This is an optimization exercise on Yosys and OpenROAD, whose aim is a short achievable clock period and few clock cycles, not a production implementation. Function was checked by simulation only, so behaviour that the tests miss may differ from the original. Power figures rest on the tool's default switching activity, not on a simulated workload.

==> flow/design.v <==
package pcache_pkg;
    localparam int unsigned ADDR_W         = 32;
    localparam int unsigned DATA_W         = 16;
    localparam int unsigned LINES_DEF      = 32;
    localparam int unsigned LINE_WORDS_DEF = 8;
    localparam int unsigned INDEX_W_DEF    = $clog2(LINES_DEF);
    localparam int unsigned OFFSET_W_DEF   = $clog2(LINE_WORDS_DEF);
    localparam int unsigned TAG_W_DEF      = ADDR_W - INDEX_W_DEF - OFFSET_W_DEF;
    localparam logic [31:0] STAT_MAX       = 32'hFFFF_FFFF;
    typedef enum logic [1:0] {
        IDLE = 2'd0,
        REQ  = 2'd1,
        FILL = 2'd2,
        DONE = 2'd3
    } pcache_state_e;
    function automatic logic [31:0] sat_inc(input logic [31:0] value);
        sat_inc = (value == STAT_MAX) ? value : value + 32'd1;
    endfunction
endpackage
module pcache_data_ram #(
    parameter int unsigned DEPTH = 256,
    parameter int unsigned AW    = 8,
    parameter int unsigned DW    = 16
) (
    input  logic          clk,
    input  logic          we,
    input  logic [AW-1:0] waddr,
    input  logic [DW-1:0] wdata,
    input  logic [AW-1:0] raddr,
    output logic [DW-1:0] rdata
);
    logic [DW-1:0] mem [DEPTH];
    always_ff @(posedge clk) begin
        if (we) begin
            mem[waddr] <= wdata;
        end
        rdata <= mem[raddr];
    end
endmodule
import pcache_pkg::*;
module p_cache #(
    parameter int unsigned LINES      = LINES_DEF,
    parameter int unsigned LINE_WORDS = LINE_WORDS_DEF
) (
    input  logic        clk,
    input  logic        rst_n,
    input  logic [31:0] prg_address,
    input  logic        flush,
    output logic [15:0] instruction,
    output logic        p_cache_miss,
    output logic        mem_req,
    output logic [31:0] mem_addr,
    input  logic        mem_ack,
    input  logic        mem_valid,
    input  logic [15:0] mem_data
);
    localparam int unsigned INDEX_W  = $clog2(LINES);
    localparam int unsigned OFFSET_W = $clog2(LINE_WORDS);
    localparam int unsigned TAG_W    = ADDR_W - INDEX_W - OFFSET_W;
    localparam int unsigned LINE_W   = ADDR_W - OFFSET_W;
    localparam logic [OFFSET_W-1:0] LAST_BEAT = OFFSET_W'(LINE_WORDS - 1);
    logic [LINES-1:0][LINE_WORDS-1:0][DATA_W-1:0] dat_q;
    logic [LINES-1:0][TAG_W-1:0]                  tag_q;
    logic [LINES-1:0]                             valid_q;
    logic                  first_q;   
    logic                  dlvr_q;    
    logic [DATA_W-1:0]     instr_q;   
    logic [ADDR_W-1:0]     a_q;       
    logic                  req_q;     
    logic                  wb_q;      
    logic                  ack_q;     
    logic                  fa_q;      
    logic [LINE_W-1:0]     fl_q;      
    logic [OFFSET_W-1:0]   bc_q;      
    logic [LINE_WORDS-1:0] mask_q;    
    logic [INDEX_W-1:0]  n_idx;
    logic [OFFSET_W-1:0] n_off;
    logic [TAG_W-1:0]    n_tag;
    logic                n_arr_hit, n_lm, n_beat, n_lastok;
    logic                n_fh, n_byp, n_tc, n_hit;
    assign n_idx = prg_address[OFFSET_W +: INDEX_W];
    assign n_off = prg_address[OFFSET_W-1:0];
    assign n_tag = prg_address[ADDR_W-1 -: TAG_W];
    always_comb begin
        n_arr_hit = 1'b0;
        for (int i = 0; i < LINES; i++) begin
            n_arr_hit = n_arr_hit |
                        (valid_q[i] && (n_idx == INDEX_W'(i)) && (tag_q[i] == n_tag));
        end
    end
    assign n_lastok = !(mem_valid && (bc_q == LAST_BEAT)) ||
                      ((&mask_q[LINE_WORDS-2:0]) && !flush);
    assign n_lm   = fa_q && (fl_q == prg_address[ADDR_W-1:OFFSET_W]);
    assign n_beat = mem_valid && (bc_q == n_off);
    assign n_fh   = n_lm && n_lastok && ((mask_q[n_off] && !flush) || n_beat);
    assign n_byp  = n_lm && n_lastok && n_beat;
    assign n_tc   = n_lm && ((n_off > bc_q) || ((n_off == bc_q) && !mem_valid));
    assign n_hit  = (n_arr_hit && !flush) || n_fh;
    logic accept, ack, dlv, beat, last_beat;
    assign accept    = first_q || dlvr_q;
    assign ack       = req_q && mem_ack;
    assign dlv       = wb_q && mem_valid && (bc_q == a_q[OFFSET_W-1:0]);
    assign beat      = fa_q && mem_valid;
    assign last_beat = beat && (bc_q == LAST_BEAT);
    assign p_cache_miss = !dlvr_q;
    assign instruction  = instr_q;
    assign mem_req      = req_q;
    assign mem_addr     = {a_q[ADDR_W-1:OFFSET_W], {OFFSET_W{1'b0}}};
    always_ff @(posedge clk) begin
        instr_q <= (n_byp || dlv) ? mem_data : dat_q[n_idx][n_off];
    end
    always_ff @(posedge clk or negedge rst_n) begin
        if (!rst_n) begin
            first_q <= 1'b1;
            dlvr_q  <= 1'b0;
            req_q   <= 1'b0;
            wb_q    <= 1'b0;
            ack_q   <= 1'b0;
            fa_q    <= 1'b0;
            bc_q    <= '0;
            mask_q  <= '0;
        end else begin
            first_q <= 1'b0;
            dlvr_q  <= (accept && n_hit) || dlv;
            req_q   <= (accept && !n_hit && !n_tc) || (req_q && !mem_ack);
            wb_q    <= (accept && !n_hit && n_tc) || ack || (wb_q && !dlv);
            ack_q   <= ack;
            if (ack) begin
                fa_q   <= 1'b1;
                bc_q   <= '0;
                mask_q <= '0;
            end else begin
                if (last_beat) fa_q <= 1'b0;
                if (beat) bc_q <= bc_q + OFFSET_W'(1);
                mask_q <= (flush ? '0 : mask_q) |
                          (beat ? (LINE_WORDS'(1) << bc_q) : '0);
            end
        end
    end
    always_ff @(posedge clk) begin
        if (accept) a_q <= prg_address;
        if (ack) fl_q <= a_q[ADDR_W-1:OFFSET_W];
    end
    logic [INDEX_W-1:0] a_idx, f_idx;
    assign a_idx = a_q[OFFSET_W +: INDEX_W];
    assign f_idx = fl_q[INDEX_W-1:0];
    always_ff @(posedge clk or negedge rst_n) begin
        if (!rst_n) begin
            valid_q <= '0;
        end else if (flush) begin
            valid_q <= '0;
        end else begin
            for (int i = 0; i < LINES; i++) begin
                if (ack_q && (a_idx == INDEX_W'(i)))
                    valid_q[i] <= 1'b0;
                else if (last_beat && (f_idx == INDEX_W'(i)) && (&mask_q[LINE_WORDS-2:0]))
                    valid_q[i] <= 1'b1;
            end
        end
    end
    always_ff @(posedge clk) begin
        for (int i = 0; i < LINES; i++) begin
            if (ack_q && (a_idx == INDEX_W'(i)))
                tag_q[i] <= a_q[ADDR_W-1 -: TAG_W];
        end
    end
    always_ff @(posedge clk) begin
        for (int i = 0; i < LINES; i++) begin
            for (int w = 0; w < LINE_WORDS; w++) begin
                if (fa_q && (f_idx == INDEX_W'(i)) && (bc_q == OFFSET_W'(w)))
                    dat_q[i][w] <= mem_data;
            end
        end
    end
endmodule
==> flow/config.mk <==
export PLATFORM = sky130hd
export DESIGN_NAME = p_cache
export DESIGN_NICKNAME = p_cache
export VERILOG_FILES = /design/flow/design.v
export SDC_FILE = /design/flow/constraint.sdc
export NUM_CORES = 4
export LEC_CHECK = 0
export ABC_CLOCK_PERIOD_IN_PS = 3000
export CAP_MARGIN = 20
export CELL_PAD_IN_SITES_DETAIL_PLACEMENT = 1
export CELL_PAD_IN_SITES_GLOBAL_PLACEMENT = 2
export CORE_MARGIN = 2
export CORE_UTILIZATION = 40
export PLACE_DENSITY = 0.6
export SLEW_MARGIN = 20
==> flow/constraint.sdc <==
create_clock -name core_clock -period 11.0 [get_ports {clk}]
set_input_delay 2.2000 -clock core_clock [delete_from_list [all_inputs] [get_ports {clk}]]
set_output_delay 2.2000 -clock core_clock [all_outputs]
set_load 0.01 [all_outputs]
standard.sh (not shown) runs the stock make flow with config.mk's settings and CLKGATE_MAP_FILE= SYNTH_SCRIPT=/design/flow/synth_recipe.tcl, a recipe that flattens the netlist after the stock synthesis.
==> flow/flow/run.sh <==
#!/bin/bash
# Own flow: the standard layout, with timing repair asked to reach a
# larger setup slack than the default of zero, so that the achieved period
# shrinks. Everything else (synthesis, constraints, steps) is standard.
set -euo pipefail
bash standard.sh SETUP_SLACK_MARGIN=8 finish > standard_finish.log 2>&1
Testbench counts at the start, summed over its fixed seeds: cycles 280,561.
Change:
--- a/flow/design.v
+++ b/flow/design.v
@@ -64,5 +64,5 @@
     logic [LINES-1:0]                             valid_q;
     logic                  first_q;   
-    logic                  dlvr_q;    
+    logic                  miss_q;    
     logic [DATA_W-1:0]     instr_q;   
     logic [ADDR_W-1:0]     a_q;       
@@ -98,10 +98,10 @@
     assign n_hit  = (n_arr_hit && !flush) || n_fh;
     logic accept, ack, dlv, beat, last_beat;
-    assign accept    = first_q || dlvr_q;
+    assign accept    = first_q || !miss_q;
     assign ack       = req_q && mem_ack;
     assign dlv       = wb_q && mem_valid && (bc_q == a_q[OFFSET_W-1:0]);
     assign beat      = fa_q && mem_valid;
     assign last_beat = beat && (bc_q == LAST_BEAT);
-    assign p_cache_miss = !dlvr_q;
+    assign p_cache_miss = miss_q;
     assign instruction  = instr_q;
     assign mem_req      = req_q;
@@ -113,5 +113,6 @@
         if (!rst_n) begin
             first_q <= 1'b1;
-            dlvr_q  <= 1'b0;
+            miss_q  <= 1'b1;
+            a_q     <= '0;
             req_q   <= 1'b0;
             wb_q    <= 1'b0;
@@ -122,5 +123,6 @@
         end else begin
             first_q <= 1'b0;
-            dlvr_q  <= (accept && n_hit) || dlv;
+            miss_q  <= !((accept && n_hit) || dlv);
+            if (accept) a_q <= prg_address;
             req_q   <= (accept && !n_hit && !n_tc) || (req_q && !mem_ack);
             wb_q    <= (accept && !n_hit && n_tc) || ack || (wb_q && !dlv);
@@ -139,5 +141,4 @@
     end
     always_ff @(posedge clk) begin
-        if (accept) a_q <= prg_address;
         if (ack) fl_q <= a_q[ADDR_W-1:OFFSET_W];
     end
What happened: The changed run completed without violations. Worst setup slack is better by 0.074 ns. Die area rises by 0.35%. Sequential power is about the same. Count of clock-buffer cells in the layout falls by 12. Cell area stays flat. Synthesized cell count rises by 0.95%. Utilization falls by 0.34 points. Total power rises by 2.2%. Fmax rises by 1.7%. Clock skew rises by 0.0046 ns. Wire length falls by 0.59%.
Testbench counts after the change, summed over its fixed seeds: cycles 280,561.

afterwards: timing with drivers on the ports:
In the flow no input, the clock included, has a driving cell. The finished layouts below were timed again as built, in two steps.
Step 1 assumes that a clkbuf_16 drives the clock port and a buf_2 every other input.
Step 2 also shifts input and output timing later by t, the mid clock arrival at the registers, as if the neighbouring blocks saw the same clock.
a / b / c = ideal ports / drivers / drivers and shift; a / b = the first two.
| run | t, ns | setup WS [ns] | worst hold slack (ns) |
|---|---|---|---|
| the first run | 1.188 | 6.649 / 6.136 / 4.948 | 0.527 / 0.527 / 0.527 |
| the second run | 1.208 | 6.722 / 6.352 / 5.144 | 0.500 / 0.500 / 0.500 |
After both steps every run listed still meets setup and hold. For the first run, which loses most, drivers alone change the setup slack by -0.513 ns; drivers and shift together by -1.701 ns.
